Background: an optimization exercise with open tools, aiming at small area, a short achievable clock period and few clock cycles. Do not read the settings as production practice.
Only simulation tests tie the RTL to the original design; equivalence was not proved.
Power and IR drop assume default switching activity.

==> inputs of xenon <==
==> flow/design.v (excerpt) <==
module line_edit_buffer (
    input  logic               i_clk,
    input  logic               i_rst_n,
    input  logic               i_cmd_valid,
    output logic               o_cmd_ready,
    input  logic [3:0]         i_cmd_kind,
    input  logic [7:0]         i_cmd_char_in,
    output logic               o_res_valid,
    input  logic               i_res_ready,
    output logic               o_res_accepted,
    output logic [6:0]         o_res_cursor_col,
    output logic [6:0]         o_res_line_length,
    output logic [15:0]        o_res_line_number,
    output logic               o_res_char_valid,
    output logic [7:0]         o_res_char_out,
    output logic               o_res_last
);
export LEC_CHECK = 0
export CAP_MARGIN = 20
export CORE_MARGIN = 2
export CORE_UTILIZATION = 40
export SETUP_SLACK_MARGIN = 2.65
export SLEW_MARGIN = 20
export SYNTH_HIERARCHICAL = 1
create_clock -name core_clock -period 5.0 [get_ports {i_clk}]
standard.sh (not shown) runs the stock make flow with config.mk's settings and CLKGATE_MAP_FILE= SYNTH_SCRIPT=/design/flow/synth_recipe.tcl, a recipe that flattens the netlist after the stock synthesis.
==> flow/flow/run.sh <==
#!/bin/bash
# The standard layout (standard.sh), with one change: the input and output ports are
# buffered with buf_2 cells. The default pick, clkdlybuf4s50_1, is a slow delay cell, and
# the platform's footprint-matched resizing cannot swap it for a faster buffer later.
# The whole make output goes to run_standard.log here; ORFS keeps each step's log under orfs/logs.
set -euo pipefail
export BUFFER_PORTS_ARGS="-buffer_cell sky130_fd_sc_hd__buf_2"
bash standard.sh > run_standard.log 2>&1
==> fjord (differences from xenon) <==
--- a/flow/design.v
+++ b/flow/design.v
@@ -255,57 +255,72 @@
                   | ({7{col_dn1}} & le_dn1)
                   | ({7{ok_tab}}  & le_up5)
                   | ({7{k_home || k_enter}})
                   | ({7{k_end}}   & len_le)
                   | ({7{!(col_up1 || col_dn1 || ok_tab || k_home || k_enter || k_end)}} & r_p_le);
+    logic r_rst;
+    always_ff @(posedge i_clk) begin
+        r_rst <= !i_rst_n;
+    end
     always_ff @(posedge i_clk) begin
         if (!i_rst_n) begin
-            r_col    <= 7'd2;
-            r_len    <= 7'd0;
-            r_home   <= 1'b1;
-            r_end    <= 1'b1;
-            r_p_lt   <= '1;
-            r_p_le   <= '1;
-            r_lines  <= 16'd0;
-            r_dcnt   <= 7'd0;
-            r_drain  <= 1'b0;
-            r_rv      <= 1'b0;
+            r_drain <= 1'b0;
+            r_rv    <= 1'b0;
+        end else begin
+            if (fire && k_enter) begin
+                r_drain <= (r_len > 7'd1);
+            end else if (dfire) begin
+                r_drain <= (r_dcnt != 7'd1);
+            end
+            if (fire || dfire) begin
+                r_rv <= 1'b1;
+            end else if (i_res_ready) begin
+                r_rv <= 1'b0;
+            end
+        end
+    end
+    always_ff @(posedge i_clk) begin
+        if (fire && k_enter) begin
+            r_dcnt <= len_m1;
+        end else if (dfire) begin
+            r_dcnt <= r_dcnt - 7'd1;
+        end
+    end
+    always_ff @(posedge i_clk) begin
+        if (r_rst) begin
+            r_col     <= 7'd2;
+            r_len     <= 7'd0;
+            r_home    <= 1'b1;
+            r_end     <= 1'b1;
+            r_p_lt    <= '1;
+            r_p_le    <= '1;
+            r_lines   <= 16'd0;
             r_nop_ins <= 1'b1;
             r_nop_tab <= 1'b1;
             r_nop_rm  <= 1'b1;
             r_nop_shl <= 1'b1;
             r_nop_any <= 1'b1;
-            r_c0_r1  <= 1'b0;
-            r_c0_bus <= 1'b0;
+            r_c0_r1   <= 1'b0;
+            r_c0_bus  <= 1'b0;
         end else begin
             r_nop_ins <= !(fire && ok_ins);
             r_nop_tab <= !(fire && ok_tab);
             r_nop_rm  <= !(fire && is_rm);
             r_nop_shl <= !(dfire || (fire && enter_chars));
             r_nop_any <= !(fire && (ok_ins || ok_tab || is_rm));
-            r_c0_r1  <= dfire || (fire && (enter_chars || (is_rm && n_home)));
-            r_c0_bus <= fire && (ok_ins || ok_tab) && r_home;
+            r_c0_r1   <= dfire || (fire && (enter_chars || (is_rm && n_home)));
+            r_c0_bus  <= fire && (ok_ins || ok_tab) && r_home;
             if (fire) begin
                 r_col  <= n_col;
                 r_len  <= n_len;
                 r_home <= n_home;
                 r_end  <= n_end;
                 r_p_lt <= n_p_lt;
                 r_p_le <= n_p_le;
                 if (k_enter) begin
                     r_lines <= r_lines + 16'd1;
-                    r_dcnt  <= len_m1;
-                    r_drain <= (r_len > 7'd1);
                 end
-            end else if (dfire) begin
-                r_dcnt  <= r_dcnt - 7'd1;
-                r_drain <= (r_dcnt != 7'd1);
-            end
-            if (fire || dfire) begin
-                r_rv <= 1'b1;
-            end else if (i_res_ready) begin
-                r_rv <= 1'b0;
             end
         end
     end
     always_ff @(posedge i_clk) begin
         if (fire) begin
==> flow/flow/run.sh (replaced) <==
#!/bin/bash
# The standard layout (standard.sh), with two changes:
# - the input and output ports are buffered with buf_4 cells. The default pick,
#   clkdlybuf4s50_1, is a slow delay cell, and the platform's footprint-matched resizing
#   cannot swap it for a faster buffer later.
# - clock tree synthesis clusters up to 20 sinks within 80 um per leaf buffer and adds no
#   dummy loads: about half the clock buffers of the default, with the same insertion delay
#   and flip-flop clock slews near 90 ps.
# The whole make output goes to run_standard.log here; ORFS keeps each step's log under orfs/logs.
set -euo pipefail
export BUFFER_PORTS_ARGS="-buffer_cell sky130_fd_sc_hd__buf_4"
export CTS_ARGS="-sink_clustering_enable -repair_clock_nets -sink_clustering_size 20 -sink_clustering_max_diameter 80 -dont_use_dummy_load"
bash standard.sh > run_standard.log 2>&1
--- a/flow/config.mk
+++ b/flow/config.mk
@@ -5,9 +5,9 @@
 export SDC_FILE = /design/flow/constraint.sdc
 export NUM_CORES = 4
 export LEC_CHECK = 0
 export CAP_MARGIN = 20
 export CORE_MARGIN = 2
-export CORE_UTILIZATION = 40
-export SETUP_SLACK_MARGIN = 2.65
+export CORE_UTILIZATION = 35
+export SETUP_SLACK_MARGIN = 2.7
 export SLEW_MARGIN = 20
 export SYNTH_HIERARCHICAL = 1
==> notes.md <==
item	fjord	xenon
Mean number of vias per cell	6.90	7.08
Cell leakage power	13.4 nW	14.3 nW
Final Hold Slack	0.477 ns	0.475 ns
Run status	no timing/DRC/antenna violations	no timing/DRC/antenna violations
Setup slack, reg-to-reg	2.74 ns	2.69 ns
Worst Path Max Fanout	7	72
Fin nets	3433	3506
Post-DP Area	0.0321 mm2	0.0319 mm2
Gate power share	0.243	0.187
Worst Hold Path EP	r_b_ch[3]$_DFF_P_	r_b_ch[2]$_DFF_P_
Worst ir drop on vdd	0.232 mV	0.327 mV
Layout clock buffer count	40	105
Non-clock buffer count in the final layout	104	102
Number of logic inverters in the finished layout	27	26
Overall fraction of global-route tracks in use	0.252	0.294
Routed wire length	119000 um	119000 um
Share of the synthesized area in the top cell type	0.388	0.391
# clock sinks	626	625
Crit. End Element	output pin	flop
Full die area	0.0882 mm2	0.0776 mm2
Largest stage delay, worst path	0.47 ns	0.66 ns
Switching power total	6.96 mW	6.54 mW
Dpl ws	2.12 ns	1.75 ns
Fraction of the mapped netlist area in adder cells	0.00666	0.00664
Power Density	519 mW/mm2	524 mW/mm2
Multi-input combinational cell area	0.0174 mm2	0.0175 mm2
Metal3 WL	11900 um	12300 um
Testbench counts of xenon, summed over its fixed seeds: cycles 21,059.
Testbench counts of fjord, summed over its fixed seeds: cycles 21,059.


==> inputs of 02-28 <==
Another version of the RTL of line_edit_buffer (not shown whole).
==> flow/design.v (excerpt) <==
module line_edit_buffer (
    input  logic               i_clk,
    input  logic               i_rst_n,
    input  logic               i_cmd_valid,
    output logic               o_cmd_ready,
    input  logic [3:0]         i_cmd_kind,
    input  logic [7:0]         i_cmd_char_in,
    output logic               o_res_valid,
    input  logic               i_res_ready,
    output logic               o_res_accepted,
    output logic [6:0]         o_res_cursor_col,
    output logic [6:0]         o_res_line_length,
    output logic [15:0]        o_res_line_number,
    output logic               o_res_char_valid,
    output logic [7:0]         o_res_char_out,
    output logic               o_res_last
);
    localparam int CAP = lineb_pkg::LINE_CAP;
    localparam int NK = 9;
    logic          r_a_v, b_v, r_rdy, n_a_v, n_b_v;
    logic [NK-1:0] r_a_k, a_k_in;
    logic [3:0]    r_b_kind, a_kind_in;
    logic [7:0]    r_a_ch, r_b_ch;
    logic          take_in;
    logic          fire;        
    assign b_v         = !r_rdy;
    assign o_cmd_ready = r_rdy;
    assign take_in     = i_cmd_valid && r_rdy;
    always_comb begin
        n_a_v = r_a_v;
        n_b_v = b_v;
        if (!r_a_v || fire) begin
            n_a_v = b_v || take_in;
            n_b_v = 1'b0;
        end else if (take_in) begin
            n_b_v = 1'b1;
        end
    end
    assign a_kind_in = b_v ? r_b_kind : i_cmd_kind;
    for (genvar k = 0; k < NK; k++) begin : g_kdec
        assign a_k_in[k] = (a_kind_in == 4'(k));
    end
    always_ff @(posedge i_clk) begin
        if (!i_rst_n) begin
            r_a_v <= 1'b0;
            r_rdy <= 1'b1;
  ...
Settings: LEC_CHECK=0, CAP_MARGIN=20, CORE_MARGIN=2, CORE_UTILIZATION=35, SETUP_SLACK_MARGIN=2.8, SLEW_MARGIN=20, SYNTH_HIERARCHICAL=1; clock period 5.0 ns.
==> flow/flow/run.sh <==
#!/bin/bash
# The standard layout (standard.sh), with two changes:
# - the input and output ports are buffered with buf_2 cells. The default pick,
#   clkdlybuf4s50_1, is a slow delay cell, and the platform's footprint-matched resizing
#   cannot swap it for a faster buffer later.
# - clock tree synthesis clusters up to 20 sinks within 80 um per leaf buffer and adds no
#   dummy loads: about half the clock buffers of the default, with the same insertion delay
#   and flip-flop clock slews near 90 ps.
# The whole make output goes to run_standard.log here; ORFS keeps each step's log under orfs/logs.
set -euo pipefail
export BUFFER_PORTS_ARGS="-buffer_cell sky130_fd_sc_hd__buf_2"
export CTS_ARGS="-sink_clustering_enable -repair_clock_nets -sink_clustering_size 20 -sink_clustering_max_diameter 80 -dont_use_dummy_load"
bash standard.sh > run_standard.log 2>&1
==> 08-27 (differences from 02-28) <==
--- a/flow/design.v
+++ b/flow/design.v
@@ -321,17 +321,26 @@
                 end
             end
         end
     end
     always_ff @(posedge i_clk) begin
         if (fire) begin
+            r_bus <= k_tab ? lineb_pkg::SPACE_CHAR : r_a_ch;
+        end
+    end
+    always_ff @(posedge i_clk) begin
+        if (r_rst) begin
+            r_acc  <= 1'b0;
+            r_cv   <= 1'b0;
+            r_last <= 1'b0;
+            r_char <= 8'd0;
+        end else if (fire) begin
             r_acc  <= acc;
             r_cv   <= enter_chars;
             r_last <= !k_enter || (r_len <= 7'd1);
             r_char <= enter_chars ? cell0_next : 8'd0;
-            r_bus  <= k_tab ? lineb_pkg::SPACE_CHAR : r_a_ch;
         end else if (dfire) begin
             r_acc  <= 1'b1;
             r_cv   <= 1'b1;
             r_last <= (r_dcnt == 7'd1);
             r_char <= cell0_next;
         end
==> flow/config.mk (replaced) <==
export PLATFORM = sky130hd
export DESIGN_NAME = line_edit_buffer
export DESIGN_NICKNAME = line_edit_buffer
export VERILOG_FILES = /design/flow/design.v
export SDC_FILE = /design/flow/constraint.sdc
export NUM_CORES = 4
export LEC_CHECK = 0
export CAP_MARGIN = 20
export CORE_MARGIN = 2
export CORE_UTILIZATION = 45
export SETUP_SLACK_MARGIN = 2.9
export SLEW_MARGIN = 20
export SYNTH_HIERARCHICAL = 1
==> 01-02 (differences from 02-28) <==
--- a/flow/design.v
+++ b/flow/design.v
@@ -157,12 +157,13 @@
     assign k_left  = r_a_k[lineb_pkg::KIND_LEFT];
     assign k_right = r_a_k[lineb_pkg::KIND_RIGHT];
     assign k_home  = r_a_k[lineb_pkg::KIND_HOME];
     assign k_end   = r_a_k[lineb_pkg::KIND_END];
     assign k_enter = r_a_k[lineb_pkg::KIND_ENTER];
     logic [6:0]  r_col, r_len;
+    logic [6:0]  r_ncol, r_nlen, col_i, len_i;
     logic [15:0] r_lines;
     logic [6:0]  r_dcnt;           
     logic        r_drain;          
     logic        r_rv, r_acc, r_cv, r_last;
     logic [7:0]  r_char;
     logic        r_home, r_end;
@@ -186,44 +187,46 @@
     logic [7:0]  lt_up5;
     logic [6:0]  le_up5;
     logic [7:0]  cell0_next;
     assign out_free = !r_rv || i_res_ready;
     assign fire     = r_a_v && out_free && !r_drain;
     assign dfire    = r_drain && out_free;
-    assign col_is3  = (r_col == 7'd3);
-    assign col_end1 = (r_col == r_len + 7'd1);
-    assign len_zero = (r_len == 7'd0);
-    assign ok_ins   = k_ins && !r_len[6];
+    assign col_i    = ~r_ncol;
+    assign len_i    = ~r_nlen;
+    assign col_is3  = (col_i == 7'd3);
+    assign col_end1 = (col_i == len_i + 7'd1);
+    assign len_zero = (len_i == 7'd0);
+    assign ok_ins   = k_ins && !len_i[6];
     assign ok_bs    = k_bs && !r_home;
     assign ok_del   = k_del && !r_end;
-    assign ok_tab   = k_tab && (r_len <= 7'd59);
+    assign ok_tab   = k_tab && (len_i <= 7'd59);
     assign ok_left  = k_left && !r_home;
     assign ok_right = k_right && !r_end;
     assign col_up1  = ok_ins || ok_right;
     assign col_dn1  = ok_bs || ok_left;
     assign is_rm    = ok_bs || ok_del;
     assign enter_chars = k_enter && !len_zero;
     assign acc      = ok_ins || ok_bs || ok_del || ok_tab || ok_left || ok_right
                    || (k_home && !r_home) || (k_end && !r_end) || k_enter;
-    assign col_p1 = r_col + 7'd1;
-    assign col_m1 = r_col - 7'd1;
-    assign col_p5 = r_col + 7'd5;
-    assign len_p1 = r_len + 7'd1;
-    assign len_m1 = r_len - 7'd1;
-    assign len_p5 = r_len + 7'd5;
-    assign len_p2 = r_len + 7'd2;
+    assign col_p1 = col_i + 7'd1;
+    assign col_m1 = col_i - 7'd1;
+    assign col_p5 = col_i + 7'd5;
+    assign len_p1 = len_i + 7'd1;
+    assign len_m1 = len_i - 7'd1;
+    assign len_p5 = len_i + 7'd5;
+    assign len_p2 = len_i + 7'd2;
     assign n_col = ({7{col_up1}} & col_p1)
                  | ({7{col_dn1}} & col_m1)
                  | ({7{ok_tab}}  & col_p5)
                  | ({7{k_home || k_enter}} & 7'd2)
                  | ({7{k_end}}   & len_p2)
-                 | ({7{!(col_up1 || col_dn1 || ok_tab || k_home || k_enter || k_end)}} & r_col);
+                 | ({7{!(col_up1 || col_dn1 || ok_tab || k_home || k_enter || k_end)}} & col_i);
     assign n_len = ({7{ok_ins}} & len_p1)
                  | ({7{is_rm}}  & len_m1)
                  | ({7{ok_tab}} & len_p5)
-                 | ({7{!(ok_ins || is_rm || ok_tab || k_enter)}} & r_len);
+                 | ({7{!(ok_ins || is_rm || ok_tab || k_enter)}} & len_i);
     always_comb begin
         n_home = r_home;
         n_end  = r_end;
         if (ok_ins || ok_tab || ok_right) n_home = 1'b0;
         if (col_dn1)                      n_home = col_is3;
         if (k_home || k_enter)            n_home = 1'b1;
@@ -237,16 +240,16 @@
     assign le_up1 = r_p_le[6] ? {r_p_le[5:0], 1'b0} : 7'h7f;
     assign lt_dn1 = r_p_le[0] ? {1'b1, r_p_lt[7:1]} : r_p_lt;
     assign le_dn1 = r_p_le[0] ? 7'h00 : {1'b1, r_p_le[6:1]};
     assign lt_up5 = r_p_le[2] ? r_p_lt : {r_p_lt[6:0], 1'b0};
     assign le_up5 = r_p_le[2] ? {r_p_le[1:0], 5'b0} : {3'b111, r_p_le[6:3]};
     for (genvar a = 1; a <= 8; a++) begin : g_llt
-        assign len_lt[a-1] = (r_len[6:3] < 4'(a));
+        assign len_lt[a-1] = (len_i[6:3] < 4'(a));
     end
     for (genvar b = 0; b <= 6; b++) begin : g_lle
-        assign len_le[b] = (r_len[2:0] <= 3'(b));
+        assign len_le[b] = (len_i[2:0] <= 3'(b));
     end
     assign n_p_lt = ({8{col_up1}} & lt_up1)
                   | ({8{col_dn1}} & lt_dn1)
                   | ({8{ok_tab}}  & lt_up5)
                   | ({8{k_home || k_enter}})
                   | ({8{k_end}}   & len_lt)
@@ -264,13 +267,13 @@
     always_ff @(posedge i_clk) begin
         if (!i_rst_n) begin
             r_drain <= 1'b0;
             r_rv    <= 1'b0;
         end else begin
             if (fire && k_enter) begin
-                r_drain <= (r_len > 7'd1);
+                r_drain <= (len_i > 7'd1);
             end else if (dfire) begin
                 r_drain <= (r_dcnt != 7'd1);
             end
             if (fire || dfire) begin
                 r_rv <= 1'b1;
             end else if (i_res_ready) begin
@@ -286,12 +289,14 @@
         end
     end
     always_ff @(posedge i_clk) begin
         if (r_rst) begin
             r_col     <= 7'd2;
             r_len     <= 7'd0;
+            r_ncol    <= ~7'd2;
+            r_nlen    <= ~7'd0;
             r_home    <= 1'b1;
             r_end     <= 1'b1;
             r_p_lt    <= '1;
             r_p_le    <= '1;
             r_lines   <= 16'd0;
             r_nop_ins <= 1'b1;
@@ -309,29 +314,40 @@
             r_nop_any <= !(fire && (ok_ins || ok_tab || is_rm));
             r_c0_r1   <= dfire || (fire && (enter_chars || (is_rm && n_home)));
             r_c0_bus  <= fire && (ok_ins || ok_tab) && r_home;
             if (fire) begin
                 r_col  <= n_col;
                 r_len  <= n_len;
+                r_ncol <= ~n_col;
+                r_nlen <= ~n_len;
                 r_home <= n_home;
                 r_end  <= n_end;
                 r_p_lt <= n_p_lt;
                 r_p_le <= n_p_le;
                 if (k_enter) begin
                     r_lines <= r_lines + 16'd1;
                 end
             end
         end
     end
     always_ff @(posedge i_clk) begin
         if (fire) begin
+            r_bus <= k_tab ? lineb_pkg::SPACE_CHAR : r_a_ch;
+        end
+    end
+    always_ff @(posedge i_clk) begin
+        if (r_rst) begin
+            r_acc  <= 1'b0;
+            r_cv   <= 1'b0;
+            r_last <= 1'b0;
+            r_char <= 8'd0;
+        end else if (fire) begin
             r_acc  <= acc;
             r_cv   <= enter_chars;
-            r_last <= !k_enter || (r_len <= 7'd1);
+            r_last <= !k_enter || (len_i <= 7'd1);
             r_char <= enter_chars ? cell0_next : 8'd0;
-            r_bus  <= k_tab ? lineb_pkg::SPACE_CHAR : r_a_ch;
         end else if (dfire) begin
             r_acc  <= 1'b1;
             r_cv   <= 1'b1;
             r_last <= (r_dcnt == 7'd1);
             r_char <= cell0_next;
         end
--- a/flow/config.mk
+++ b/flow/config.mk
@@ -5,9 +5,9 @@
 export SDC_FILE = /design/flow/constraint.sdc
 export NUM_CORES = 4
 export LEC_CHECK = 0
 export CAP_MARGIN = 20
 export CORE_MARGIN = 2
 export CORE_UTILIZATION = 35
-export SETUP_SLACK_MARGIN = 2.8
+export SETUP_SLACK_MARGIN = 2.9
 export SLEW_MARGIN = 20
 export SYNTH_HIERARCHICAL = 1
==> notes.md <==
run status no timing/DRC/antenna violations; power drawn by the combinational cells 4.39 mW; fraction of area in registers 38.8%; source of the worst register-to-register timing path r_len[6]; synthesized area 0.0301 mm2; number of distinct library cells after synthesis 76; power spent charging and discharging nets 7.19 mW; Clock group 3.09 mW; worst supply voltage drop on vdd 349 uV
[end of results for 02-28]
==> notes.md <==
run status no timing/DRC/antenna violations; synthesized area 0.0305 mm2; power spent charging and discharging nets 6.24 mW; power drawn by the combinational cells 3.66 mW; number of distinct library cells after synthesis 66; worst supply voltage drop on vdd 270 uV
[end of results for 01-02]
==> notes.md <==
fraction of area in registers 37.8%; worst supply voltage drop on vdd 246 uV; power drawn by the combinational cells 3.65 mW; Post-Place Cell Area 0.0316 mm2; run status no timing/DRC/antenna violations; source of the worst register-to-register timing path r_nop_shl; synthesized area 0.0302 mm2; number of distinct library cells after synthesis 74; power spent charging and discharging nets 6.73 mW; Clock group 3.26 mW
[end of results for 08-27]
Testbench counts of 02-28, summed over its fixed seeds: cycles 21,059.
Testbench counts of 08-27, summed over its fixed seeds: cycles 21,059.
Testbench counts of 01-02, summed over its fixed seeds: cycles 21,059.

[port drivers added, routing unchanged]
Ports are ideal in the flow. The routed layouts listed here were re-timed in OpenROAD. Step 1 (the two cells are an assumption about what drives the block):
set clk [get_ports {i_clk}]
set_driving_cell -lib_cell sky130_fd_sc_hd__clkbuf_16 $clk
set_driving_cell -lib_cell sky130_fd_sc_hd__buf_2 [delete_from_list [all_inputs] $clk]
Step 2, shift: input delay + t, output delay - t, t = (earliest + latest rising clock arrival at the registers) / 2. This alone moves slack from input paths to output paths. a / b / c = ideal ports / drivers / drivers and shift; a / b = the first two.
| run | shift t [ns] | setup slack, ns | worst register clock-pin slew, ns |
|---|---|---|---|
| xenon | 0.688 | 2.689 / 2.621 / 2.221 | 0.07 / 0.07 |
| fjord | 0.650 | 2.731 / 2.668 / 2.363 | 0.10 / 0.10 |
| 02-28 | 0.653 | 2.811 / 2.744 / 2.315 | 0.09 / 0.09 |
| 08-27 | 0.661 | 2.859 / 2.792 / 2.519 | 0.09 / 0.09 |
| 01-02 | 0.660 | 2.821 / 2.817 / 2.340 | 0.10 / 0.10 |
After both steps setup and hold are still met in every run listed. For 02-28, which loses most, drivers alone change the setup slack by -0.067 ns; drivers and shift together by -0.496 ns.
